From an optimization exercise on the open Yosys and OpenROAD flow, aimed at a short achievable clock period and few clock cycles per item; shortcuts taken in it are not production practice. The RTL was checked by simulation tests, not by an equivalence proof against the original design.

==> 12-24 <==
// fu_top
module fu_top (
    input  logic        clk,
    input  logic        rst,
    input  logic        valid_i,
    input  logic [3:0]  req_op_i,
    input  logic [31:0] req_src1_i,
    input  logic [31:0] req_src2_i,
    input  logic [31:0] req_store_data_i,
    input  logic [31:0] req_pc_i,
    input  logic [2:0]  req_br_kind_i,
    input  logic        req_pred_taken_i,
    input  logic [31:0] req_br_offset_i,
    input  logic [4:0]  req_dest_i,
    input  logic        req_gr_we_i,
    input  logic [1:0]  req_mem_op_i,
    output logic        ready_o,
    output logic        redirect_mispredict_o,
    output logic [31:0] redirect_target_o,
    output logic        mem_ce_o,
    output logic        mem_we_n_o,
    output logic [3:0]  mem_sel_n_o,
    output logic [31:0] mem_addr_o,
    output logic [31:0] mem_wdata_o,
    input  logic [31:0] mem_rdata_i,
    output logic        mem_ready_o,
    output logic        wb_valid_o,
    output logic [4:0]  wb_dest_o,
    output logic [31:0] wb_data_o
);
export LEC_CHECK = 0
export ABC_CLOCK_PERIOD_IN_PS = 2500
export CAP_MARGIN = 20
export CORE_MARGIN = 2
export CORE_UTILIZATION = 55
export CTS_CLUSTER_DIAMETER = 80
export CTS_CLUSTER_SIZE = 30
export SETUP_SLACK_MARGIN = 5
export SLEW_MARGIN = 20
create_clock -name core_clock -period 8.5 [get_ports {clk}]
standard.sh (not shown) runs the stock make flow with config.mk's settings and CLKGATE_MAP_FILE= SYNTH_SCRIPT=/design/flow/synth_recipe.tcl, a recipe that flattens the netlist after the stock synthesis.
==> flow/flow/run.sh <==
#!/bin/bash
set -euo pipefail
EXTRA="SETUP_SLACK_MARGIN=$(cat flow/margin.txt)"
sed "s|\"\${@:-finish}\"|$EXTRA \"\${@:-finish}\"|" standard.sh > my_standard.sh
grep -q "$EXTRA" my_standard.sh
bash my_standard.sh > make_flow.log 2>&1
==> flow/flow/margin.txt <==
6
==> 07-14 (differences from 12-24) <==
--- a/flow/design.v
+++ b/flow/design.v
@@ -380,28 +380,26 @@
     output logic [4:0]  wb_dest_o,
     output logic [31:0] wb_data_o
 );
     localparam int WB_DEPTH = 24;    
     localparam int MQ_DEPTH = 8;     
     localparam int LQ_DEPTH = 3;     
     localparam int MEM_CYCLES = 6;
-    logic        ready_q;    
-    logic        ready_oq;   
-    logic        ready_aq;   
+    logic        ready_q;
     logic        v0;
     logic [3:0]  op0;
     logic [31:0] a0, b0, am0, bm0, sd0, pc0, off0;
     logic [2:0]  bk0;
     logic        pt0;
     logic [4:0]  dst0;
     logic        we0;
     logic [1:0]  mop0;
     always_ff @(posedge clk or posedge rst) begin
         if (rst) v0 <= 1'b0;
-        else     v0 <= valid_i & ready_aq;
+        else     v0 <= valid_i & ready_q;
     end
     always_ff @(posedge clk) begin
         op0  <= req_op_i;
         a0   <= req_src1_i;
         b0   <= req_src2_i;
         am0  <= req_src1_i;
         bm0  <= req_src2_i;
@@ -410,20 +408,15 @@
         bk0  <= req_br_kind_i;
         pt0  <= req_pred_taken_i;
         off0 <= req_br_offset_i;
         dst0 <= req_dest_i;
         we0  <= req_gr_we_i;
         mop0 <= req_mem_op_i;
     end
-    always_ff @(posedge clk or posedge rst) begin
-        if (rst) ready_oq <= 1'b0;
-        else     ready_oq <= ready_q;
-    end
-    always_ff @(posedge clk) ready_aq <= ready_q;
-    assign ready_o = ready_oq;
+    assign ready_o = ready_q;
     logic        v1;
     logic [3:0]  op1;
     logic [2:0]  bk1;
     logic        pt1;
     logic [4:0]  dst1;
     logic        wb1;        
     logic        mem1;       
@@ -594,23 +587,16 @@
         mul2   <= mul1 && !link1;
         wb2    <= wb1;
         ld2    <= ld1;
         dst2   <= dst1;
         res2   <= res_c;
         rd_t_q <= !taken_c ? pc4_1 : (bk1 == 3'd3) ? trs_c : tpc_c;
     end
-    logic        rd_v_o;
-    logic [31:0] rd_t_o;
-    always_ff @(posedge clk or posedge rst) begin
-        if (rst) rd_v_o <= 1'b0;
-        else     rd_v_o <= rd_v_q;
-    end
-    always_ff @(posedge clk) rd_t_o <= rd_t_q;
-    assign redirect_mispredict_o = rd_v_o;
-    assign redirect_target_o     = rd_t_o;
+    assign redirect_mispredict_o = rd_v_q;
+    assign redirect_target_o     = rd_t_q;
     logic        v3, v4, v5;
     logic        mul3, mul4;
     logic        wb3, wb4, wb5;
     logic        ld3, ld4, ld5;
     logic [4:0]  dst3, dst4, dst5;
     logic [31:0] res3, res4, res5;
     always_ff @(posedge clk or posedge rst) begin
@@ -642,41 +628,23 @@
     end
     logic        mq_push, mq_pop, mq_hv;
     logic [69:0] mq_head;    
     logic [69:0] mq_new;
     logic        mbyp;       
     assign mq_new  = {ld1, wen1, seln1, sum_c, wdata1};
     assign mq_push = v1 && mem1 && !mbyp;
-    logic [69:0]         mq_mem [MQ_DEPTH];
-    logic [MQ_DEPTH-1:0] mq_wp, mq_rp;       
-    logic [3:0]          mq_n;               
-    always_ff @(posedge clk or posedge rst) begin
-        if (rst) begin
-            mq_wp <= MQ_DEPTH'(1);
-            mq_rp <= MQ_DEPTH'(1);
-            mq_n  <= '0;
-            mq_hv <= 1'b0;
-        end else begin
-            if (mq_push) mq_wp <= {mq_wp[MQ_DEPTH-2:0], mq_wp[MQ_DEPTH-1]};
-            if (mq_pop)  mq_rp <= {mq_rp[MQ_DEPTH-2:0], mq_rp[MQ_DEPTH-1]};
-            mq_n  <= mq_n + 4'(mq_push) - 4'(mq_pop);
-            mq_hv <= (mq_n + 4'(mq_push) - 4'(mq_pop)) != 4'd0;
-        end
-    end
-    for (genvar i = 0; i < MQ_DEPTH; i++) begin : g_mq
-        always_ff @(posedge clk) begin
-            if (mq_push && mq_wp[i]) mq_mem[i] <= mq_new;
-        end
-    end
-    always_comb begin
-        mq_head = '0;
-        for (int i = 0; i < MQ_DEPTH; i++) begin
-            if (mq_rp[i]) mq_head = mq_head | mq_mem[i];
-        end
-    end
+    fu_shift_fifo #(.W(70), .D(MQ_DEPTH)) u_mq (
+        .clk     (clk),
+        .rst     (rst),
+        .push_i  (mq_push),
+        .data_i  (mq_new),
+        .pop_i   (mq_pop),
+        .valid_o (mq_hv),
+        .data_o  (mq_head)
+    );
     logic        mce_q, mrdy_q, mld_q;
     logic [2:0]  mcnt_q;
     logic        mwen_q;
     logic [3:0]  mseln_q;
     logic [31:0] maddr_q, mwdata_q;
     logic        mfree;
     logic [2:0]  lcred_q;      
@@ -709,46 +677,36 @@
     logic        mwen_h;
     logic [3:0]  mseln_h;
     logic [31:0] maddr_h, mwdata_h;
     assign mreq_new = mq_hv ? mq_head : mq_new;
     always_ff @(posedge clk) begin
         if (mstart) {mld_q, mwen_h, mseln_h, maddr_h, mwdata_h} <= mreq_new;
     end
-    logic mce_o, mrdy_o, mld_o;
     always_ff @(posedge clk) begin
-        {mwen_q, mseln_q, maddr_q, mwdata_q} <= {mwen_h, mseln_h, maddr_h, mwdata_h};
-        mld_o <= mld_q;
-    end
-    always_ff @(posedge clk or posedge rst) begin
-        if (rst) begin
-            mce_o  <= 1'b0;
-            mrdy_o <= 1'b0;
-        end else begin
-            mce_o  <= mce_q;
-            mrdy_o <= mrdy_q;
-        end
+        {mwen_q, mseln_q, maddr_q, mwdata_q} <= mstart ? mreq_new[68:0]
+                                                       : {mwen_h, mseln_h, maddr_h, mwdata_h};
     end
     always_ff @(posedge clk or posedge rst) begin
         if (rst) lcred_q <= '0;
         else     lcred_q <= lcred_q + 3'(mstart && (mq_hv ? mq_head[69] : ld1)) - 3'(lq_pop);
     end
-    assign mem_ce_o    = mce_o;
+    assign mem_ce_o    = mce_q;
     assign mem_we_n_o  = mwen_q;
     assign mem_sel_n_o = mseln_q;
     assign mem_addr_o  = maddr_q;
     assign mem_wdata_o = mwdata_q;
-    assign mem_ready_o = mrdy_o;
+    assign mem_ready_o = mrdy_q;
     logic [31:0] rdata_q;
     logic        lpush_q;
     logic        lq_hv;
     logic [31:0] lq_head;
     always_ff @(posedge clk) rdata_q <= mem_rdata_i;
     always_ff @(posedge clk or posedge rst) begin
         if (rst) lpush_q <= 1'b0;
-        else     lpush_q <= mrdy_o && mld_o;
+        else     lpush_q <= mrdy_q && mld_q;
     end
     fu_shift_fifo #(.W(32), .D(LQ_DEPTH)) u_lq (
         .clk     (clk),
         .rst     (rst),
         .push_i  (lpush_q),
         .data_i  (rdata_q),
         .pop_i   (lq_pop),
@@ -776,40 +734,29 @@
         if (rst) wbv_q <= 1'b0;
         else     wbv_q <= wq_pop;
     end
     always_ff @(posedge clk) begin
         wbd_q <= wq_head[36:32];
         wbx_q <= wq_head[37] ? lq_head : wq_head[31:0];
     end
-    logic        wbv_o;
-    logic [4:0]  wbd_o;
-    logic [31:0] wbx_o;
-    always_ff @(posedge clk or posedge rst) begin
-        if (rst) wbv_o <= 1'b0;
-        else     wbv_o <= wbv_q;
-    end
-    always_ff @(posedge clk) begin
-        wbd_o <= wbd_q;
-        wbx_o <= wbx_q;
-    end
-    assign wb_valid_o = wbv_o;
-    assign wb_dest_o  = wbd_o;
-    assign wb_data_o  = wbx_o;
+    assign wb_valid_o = wbv_q;
+    assign wb_dest_o  = wbd_q;
+    assign wb_data_o  = wbx_q;
     logic [5:0] wcred_q;
     logic [3:0] mcred_q;
     always_ff @(posedge clk or posedge rst) begin
         if (rst) begin
             wcred_q <= '0;
             mcred_q <= '0;
             ready_q <= 1'b0;
         end else begin
             wcred_q <= wcred_q + 6'(v0 && we0 && (mop0 != 2'd2) && (mop0 != 2'd3))
                                - 6'(wq_pop);
             mcred_q <= mcred_q + 4'(v0 && (mop0 != 2'd0)) - 4'(mstart);
-            ready_q <= (wcred_q <= 6'(WB_DEPTH - 4)) && (mcred_q <= 4'(MQ_DEPTH - 4));
+            ready_q <= (wcred_q <= 6'(WB_DEPTH - 3)) && (mcred_q <= 4'(MQ_DEPTH - 3));
         end
     end
 endmodule
 module fu_shift_fifo #(
     parameter int W = 32,
     parameter int D = 4
 ) (
==> flow_summary.toml <==
[run_status]
outcome = "no timing/DRC/antenna violations"

[clock_network]
clkLatencyLatePin_ns = 0.87

[worst_setup_path]
crit_start = "rd_v_q"
reg2reg_from = "am0[19]"

[route]
num_vias = 98470
wl_met2_um = 190600
wl_met1_um = 166200

[synthesis]
synth_simple_gate_area_share_pct = 13.53
synth_compound_area_share_pct = 11.54
synth-edff-count = 350

[grt]
antenna_found_initial = 44
# the run above: 07-14

==> flow_summary.toml <==
[run_status]
outcome = "no timing/DRC/antenna violations"

[worst_setup_path]
reg2reg_from = "am0[16]"

[route]
wl_met2_um = 182100
wl_met1_um = 147400
num_vias = 87380

[synthesis]
synth_compound_area_share_pct = 11.22
synth_simple_gate_area_share_pct = 11.08
# the run above: 12-24

Testbench counts of 12-24, summed over its fixed seeds: cycles 7,141, insns 4,800.
Testbench counts of 07-14, summed over its fixed seeds: cycles 7,108, insns 4,800.

-- what the ideal ports hide --
Ports are ideal in the flow. The routed layouts listed here were re-timed in OpenROAD. Step 1 assumes that a clkbuf_16 drives the clock port and a buf_2 every other input. Step 2 moves the port delays by t, midway between the first and last clock arrival at a register: inputs arrive t later, outputs are due t later. That takes back most of the time a late clock gives input paths. Slacks: no drivers / after step 1 / after step 2; pairs: no drivers / after step 1.
| run | t, ns | setup WS [ns] | latest minus earliest clock arrival (ns) | slew at the worst register clock pin (ns) | cell pins on the clock port's net |
|---|---|---|---|---|---|
| 12-24 | 0.951 | 5.408 / 5.313 / 5.446 | 0.061 / 0.061 | 0.12 / 0.12 | 1 |
| 07-14 | 0.941 | 5.307 / 5.208 / 5.425 | 0.058 / 0.058 | 0.12 / 0.12 | 1 |
After both steps every run listed still meets setup and hold. The worst setup slack also covers recovery checks on asynchronous resets.
